This is an optimization exercise on Yosys and OpenROAD, whose aim is small area, a short achievable clock period and few clock cycles per item, not a production implementation. In this exercise RTL edits were held to simulation tests only and were not proved equivalent to the original. Power is estimated from default activity; no workload was simulated.

==> module ethernet_ipv4_header_classifier, before the edit <==
module ethernet_ipv4_header_classifier (
  input  logic         clk,
  input  logic         rst_n,
  input  logic         in_tvalid,
  output logic         in_tready,
  input  logic [7:0]   in_tdata,
  input  logic         in_tlast,
  output logic         out_tvalid,
  input  logic         out_tready,
  output logic [127:0] out_tdata
);
  logic [16:0] lc_r;         
  logic [5:0]  sp_r;         
  logic [1:0]  et_r;         
  logic        a4_r;         
  logic [1:0]  pr_r;         
  logic        tdn_r;        
  logic [6:0]  q_r;          
  logic        ak_r;         
  logic        pk_r;         
  logic [31:0] src_r, dst_r;
  logic [7:0]  ttl_r;
  logic [15:0] sport_r, dport_r;
  logic        acc_o, dec_o, aok_o, pok_o;
  logic [2:0]  cls_o;
  logic        ov_r, skv_r, itr_r;
  logic [2:0]  sk_cls;       
  logic [7:0] d;
  logic fire, mid, ev, out_free, to_out, sk_move;
  assign d        = in_tdata;
  assign fire     = in_tvalid && itr_r;
  assign mid      = fire && !in_tlast;
  assign ev       = fire && in_tlast;
  assign out_free = !ov_r || out_tready;
  assign to_out   = ev && out_free;
  assign sk_move  = skv_r && out_tready;
  logic p12, p13, p14, p22, p23, pge13;
  logic [3:0] psrc, pdst;
  assign p12   = sp_r == 6'd12;
  assign p13   = sp_r == 6'd13;
  assign p14   = sp_r == 6'd14;
  assign p22   = sp_r == 6'd22;
  assign p23   = sp_r == 6'd23;
  assign psrc  = {sp_r == 6'd26, sp_r == 6'd27, sp_r == 6'd28, sp_r == 6'd29};
  assign pdst  = {sp_r == 6'd30, sp_r == 6'd31, sp_r == 6'd32, sp_r == 6'd33};
  assign pge13 = sp_r >= 6'd13;
  logic t1, t2, t3, t4, t13;
  assign t1  = !tdn_r && q_r == 7'h7e;
  assign t2  = !tdn_r && q_r == 7'h7f;
  assign t3  = !tdn_r && q_r == 7'd0;
  assign t4  = !tdn_r && q_r == 7'd1;
  assign t13 = !tdn_r && q_r == 7'd10;
  logic e4_13, ea_13, e6_13, e4, ea, e6;
  assign e4_13 = et_r == 2'b01 && d == 8'h00;
  assign ea_13 = et_r == 2'b01 && d == 8'h06;
  assign e6_13 = et_r == 2'b10 && d == 8'hDD;
  assign e4 = p13 ? e4_13 : et_r == 2'b01;
  assign ea = p13 ? ea_13 : et_r == 2'b10;
  assign e6 = p13 ? e6_13 : et_r == 2'b11;
  logic ge, r_aok, r_acc, r_dec;
  logic [2:0] r_cls;
  assign ge    = pge13;
  assign r_aok = ak_r;
  assign r_cls[2] = ge && !e4 || r_aok && pr_r == 2'b00;
  assign r_cls[1] = ge && !e4 && !ea || r_aok && pr_r[1];
  assign r_cls[0] = ge && !e4 && !e6 || r_aok && pr_r[0];
  assign r_acc = ge && !e4 || r_aok;
  assign r_dec = ge && ea || r_aok;
  logic ak_nxt, pk_nxt;
  assign ak_nxt = ak_r || a4_r && q_r == 7'h7c;
  assign pk_nxt = pk_r || a4_r && !q_r[6] &&
                  (pr_r == 2'b01 && tdn_r && q_r[5:0] == 6'd48 ||
                   pr_r == 2'b10 && !tdn_r && q_r[5:0] == 6'd4);
  always_ff @(posedge clk) begin
    if (!rst_n) begin
      a4_r  <= 1'b0;
      q_r   <= 7'h40;
      tdn_r <= 1'b0;
      ak_r  <= 1'b0;
      pk_r  <= 1'b0;
    end else if (fire) begin
      ak_r <= !in_tlast && ak_nxt;
      pk_r <= !in_tlast && pk_nxt;
      if (in_tlast) begin
        a4_r  <= 1'b0;
        q_r   <= 7'h40;
        tdn_r <= 1'b0;
      end else if (p14 && d[3:0] >= 4'd5) begin
        a4_r <= e4 && d[7:4] == 4'd4;
        q_r  <= {1'b1, ~d[3:0], 2'b11};
      end else if (t13) begin
        q_r   <= (d[7:4] >= 4'd5) ? {1'b0, ~d[7:4], 2'b11} : 7'd63;
        tdn_r <= 1'b1;
      end else if (q_r != 7'd63) begin
        q_r <= q_r + 7'd1;
      end
    end
  end
  always_ff @(posedge clk) begin
    if (!rst_n) begin
      lc_r <= 17'd1;
      sp_r <= 6'd0;
    end else begin
      if (!ov_r) begin
        if (mid && !lc_r[16]) lc_r <= lc_r + 17'd1;
      end else if (out_tready) begin
        lc_r <= {11'd0, sp_r + {5'd0, mid} + 6'd1};
      end
      if (sk_move || to_out) begin
        sp_r <= 6'd0;
      end else if (mid && sp_r != 6'd63) begin
        sp_r <= sp_r + 6'd1;
      end
    end
  end
  always_ff @(posedge clk) begin
    if (fire) begin
      if (p12) et_r <= {d == 8'h86, d == 8'h08};
      if (p13) et_r <= e4_13 ? 2'b01 : ea_13 ? 2'b10 : e6_13 ? 2'b11 : 2'b00;
      if (p23) pr_r <= (d == 8'd6)  ? 2'b01 :
                       (d == 8'd17) ? 2'b10 :
                       (d == 8'd1)  ? 2'b11 : 2'b00;
    end
  end
  logic       clr_a, clr_p;
  logic [7:0] da, dp;
  assign clr_a = sk_move || (to_out && !r_aok);
  assign clr_p = sk_move || (to_out && !pk_r);
  assign da    = clr_a ? 8'd0 : d;
  assign dp    = clr_p ? 8'd0 : d;
  always_ff @(posedge clk) begin
    if (clr_a || fire && p22) ttl_r <= da;
    for (int i = 0; i < 4; i++) begin
      if (clr_a || fire && psrc[i]) src_r[8*i +: 8] <= da;
      if (clr_a || fire && pdst[i]) dst_r[8*i +: 8] <= da;
    end
    if (clr_p || fire && t1) sport_r[15:8] <= dp;
    if (clr_p || fire && t2) sport_r[7:0]  <= dp;
    if (clr_p || fire && t3) dport_r[15:8] <= dp;
    if (clr_p || fire && t4) dport_r[7:0]  <= dp;
  end
  always_ff @(posedge clk) begin
    if (sk_move) begin
      cls_o <= sk_cls;
      acc_o <= sk_cls[2];
      dec_o <= sk_cls[2] && !sk_cls[1];
      aok_o <= 1'b0;
      pok_o <= 1'b0;
    end else if (to_out) begin
      cls_o <= r_cls;
      acc_o <= r_acc;
      dec_o <= r_dec;
      aok_o <= r_aok;
      pok_o <= pk_r;
    end
    if (ev && !out_free) sk_cls <= r_cls;
  end
  logic ov_nxt, skv_nxt, blk_nxt;
  assign ov_nxt  = ov_r && !out_tready || skv_r || ev;
  assign skv_nxt = skv_r ? !out_tready : ev && ov_r && !out_tready;
  assign blk_nxt = ov_r && !out_tready && (mid ? sp_r >= 6'd21 : sp_r >= 6'd22);
  always_ff @(posedge clk) begin
    if (!rst_n) begin
      ov_r  <= 1'b0;
      skv_r <= 1'b0;
      itr_r <= 1'b1;
    end else begin
      ov_r  <= ov_nxt;
      skv_r <= skv_nxt;
      itr_r <= !skv_nxt && !blk_nxt;
    end
  end
  assign in_tready  = itr_r;
  assign out_tvalid = ov_r;
  assign out_tdata  = {lc_r, dport_r, sport_r, pok_o, ttl_r, dst_r, src_r,
                       aok_o, dec_o, cls_o, acc_o};
endmodule
export LEC_CHECK = 0
export ABC_AREA = 1
export CAP_MARGIN = 20
export CORE_MARGIN = 2
export CORE_UTILIZATION = 50
export CTS_BUF_LIST = sky130_fd_sc_hd__clkbuf_4 sky130_fd_sc_hd__clkbuf_8
export SETUP_SLACK_MARGIN = 3.4
export SLEW_MARGIN = 20
export TNS_END_PERCENT = 20
create_clock -name core_clock -period 5.5 [get_ports {clk}]
standard.sh (not shown) runs the stock make flow with config.mk's settings and CLKGATE_MAP_FILE= SYNTH_SCRIPT=/design/flow/synth_recipe.tcl, a recipe that flattens the netlist after the stock synthesis.
==> flow/flow/run.sh <==
#!/bin/bash
# Standard synthesis, then the standard layout with plain buffers on the ports and
# without the delay cells as buffers.
set -uo pipefail
bash standard.sh synth > synth.log 2>&1 || exit 1
export BUFFER_PORTS_ARGS="-buffer_cell sky130_fd_sc_hd__buf_1"
export DONT_USE_CELLS="sky130_fd_sc_hd__clkdlybuf4s15_1 sky130_fd_sc_hd__clkdlybuf4s15_2 sky130_fd_sc_hd__clkdlybuf4s18_1 sky130_fd_sc_hd__clkdlybuf4s18_2 sky130_fd_sc_hd__clkdlybuf4s25_1 sky130_fd_sc_hd__clkdlybuf4s25_2 sky130_fd_sc_hd__clkdlybuf4s50_1 sky130_fd_sc_hd__clkdlybuf4s50_2 sky130_fd_sc_hd__dlygate4sd1_1 sky130_fd_sc_hd__dlygate4sd2_1 sky130_fd_sc_hd__dlygate4sd3_1 sky130_fd_sc_hd__dlymetal6s2s_1 sky130_fd_sc_hd__dlymetal6s4s_1 sky130_fd_sc_hd__dlymetal6s6s_1"
bash standard.sh > layout.log 2>&1
Testbench counts at the start, summed over its fixed seeds: cycles 308,813, bytes 308,670.
==> next run, changes <==
--- a/flow/design.v
+++ b/flow/design.v
@@ -12,11 +12,12 @@
   logic [16:0] lc_r;         
   logic [5:0]  sp_r;         
   logic [1:0]  et_r;         
   logic        a4_r;         
   logic [1:0]  pr_r;         
-  logic        tdn_r;        
+  logic [3:0]  thm_r;        
+  logic        tok_r;        
   logic [6:0]  q_r;          
   logic        ak_r;         
   logic        pk_r;         
   logic [31:0] src_r, dst_r;
   logic [7:0]  ttl_r;
@@ -43,15 +44,15 @@
   assign p23   = sp_r == 6'd23;
   assign psrc  = {sp_r == 6'd26, sp_r == 6'd27, sp_r == 6'd28, sp_r == 6'd29};
   assign pdst  = {sp_r == 6'd30, sp_r == 6'd31, sp_r == 6'd32, sp_r == 6'd33};
   assign pge13 = sp_r >= 6'd13;
   logic t1, t2, t3, t4, t13;
-  assign t1  = !tdn_r && q_r == 7'h7e;
-  assign t2  = !tdn_r && q_r == 7'h7f;
-  assign t3  = !tdn_r && q_r == 7'd0;
-  assign t4  = !tdn_r && q_r == 7'd1;
-  assign t13 = !tdn_r && q_r == 7'd10;
+  assign t1  = q_r == 7'h7e;
+  assign t2  = q_r == 7'h7f;
+  assign t3  = q_r == 7'd0;
+  assign t4  = q_r == 7'd1;
+  assign t13 = q_r == 7'd10;
   logic e4_13, ea_13, e6_13, e4, ea, e6;
   assign e4_13 = et_r == 2'b01 && d == 8'h00;
   assign ea_13 = et_r == 2'b01 && d == 8'h06;
   assign e6_13 = et_r == 2'b10 && d == 8'hDD;
   assign e4 = p13 ? e4_13 : et_r == 2'b01;
@@ -67,32 +68,27 @@
   assign r_acc = ge && !e4 || r_aok;
   assign r_dec = ge && ea || r_aok;
   logic ak_nxt, pk_nxt;
   assign ak_nxt = ak_r || a4_r && q_r == 7'h7c;
   assign pk_nxt = pk_r || a4_r && !q_r[6] &&
-                  (pr_r == 2'b01 && tdn_r && q_r[5:0] == 6'd48 ||
-                   pr_r == 2'b10 && !tdn_r && q_r[5:0] == 6'd4);
+                  (pr_r == 2'b01 && tok_r && q_r[5:2] == thm_r && q_r[1:0] == 2'b00 ||
+                   pr_r == 2'b10 && q_r[5:0] == 6'd4);
   always_ff @(posedge clk) begin
     if (!rst_n) begin
-      a4_r  <= 1'b0;
-      q_r   <= 7'h40;
-      tdn_r <= 1'b0;
-      ak_r  <= 1'b0;
-      pk_r  <= 1'b0;
+      a4_r <= 1'b0;
+      q_r  <= 7'h40;
+      ak_r <= 1'b0;
+      pk_r <= 1'b0;
     end else if (fire) begin
       ak_r <= !in_tlast && ak_nxt;
       pk_r <= !in_tlast && pk_nxt;
       if (in_tlast) begin
-        a4_r  <= 1'b0;
-        q_r   <= 7'h40;
-        tdn_r <= 1'b0;
+        a4_r <= 1'b0;
+        q_r  <= 7'h40;
       end else if (p14 && d[3:0] >= 4'd5) begin
         a4_r <= e4 && d[7:4] == 4'd4;
         q_r  <= {1'b1, ~d[3:0], 2'b11};
-      end else if (t13) begin
-        q_r   <= (d[7:4] >= 4'd5) ? {1'b0, ~d[7:4], 2'b11} : 7'd63;
-        tdn_r <= 1'b1;
       end else if (q_r != 7'd63) begin
         q_r <= q_r + 7'd1;
       end
     end
   end
@@ -118,10 +114,14 @@
       if (p12) et_r <= {d == 8'h86, d == 8'h08};
       if (p13) et_r <= e4_13 ? 2'b01 : ea_13 ? 2'b10 : e6_13 ? 2'b11 : 2'b00;
       if (p23) pr_r <= (d == 8'd6)  ? 2'b01 :
                        (d == 8'd17) ? 2'b10 :
                        (d == 8'd1)  ? 2'b11 : 2'b00;
+      if (t13) begin
+        thm_r <= d[7:4] - 4'd1;
+        tok_r <= d[7:4] >= 4'd5;
+      end
     end
   end
   logic       clr_a, clr_p;
   logic [7:0] da, dp;
   assign clr_a = sk_move || (to_out && !r_aok);
The changed run completed with no timing, DRC or antenna violations.
Combinational power drops by about 3%.
Routed wire length grows by 3.3%.
Total power stays flat.
Final area rises by 2.1%.
Clock skew hardly moves.
Clock power drops by 3.3%.
Setup slack improves by 0.065 ns.
Die area grows by 1.4%.
First-iteration DRC count rose by 6.7%.
Maximum frequency went up by 3.1%.
Count of clock-buffer cells in the layout drops by 2.
Testbench counts after the change, summed over its fixed seeds: cycles 308,813, bytes 308,670.

separate check: timing with driven ports:
In the flow no input, the clock included, has a driving cell. The finished layouts below were timed again as built, in two steps. Step 1 sets driving cells, clkbuf_16 on the clock port and buf_2 on the other inputs (assumed; they add their load-dependent delay and slew). Step 2 adds t to the input delays and takes it off the output delays; t is the mean of the earliest and latest rising clock arrival at the registers after step 1. Input paths then give back, and output paths get back, about the clock's delay inside the block. Slacks: ideal ports / drivers / drivers and shift; pairs: ideal ports / drivers.
run | shift t [ns] | setup WS [ns] | cell pins on the clock port's net
the first run | 0.484 | 3.319 / 3.283 / 2.903 | 1
the second run | 0.480 | 3.383 / 3.347 / 2.944 | 1
After both steps every run listed still meets setup and hold. For the second run, which loses most, drivers alone change the setup slack by -0.036 ns; drivers and shift together by -0.439 ns.
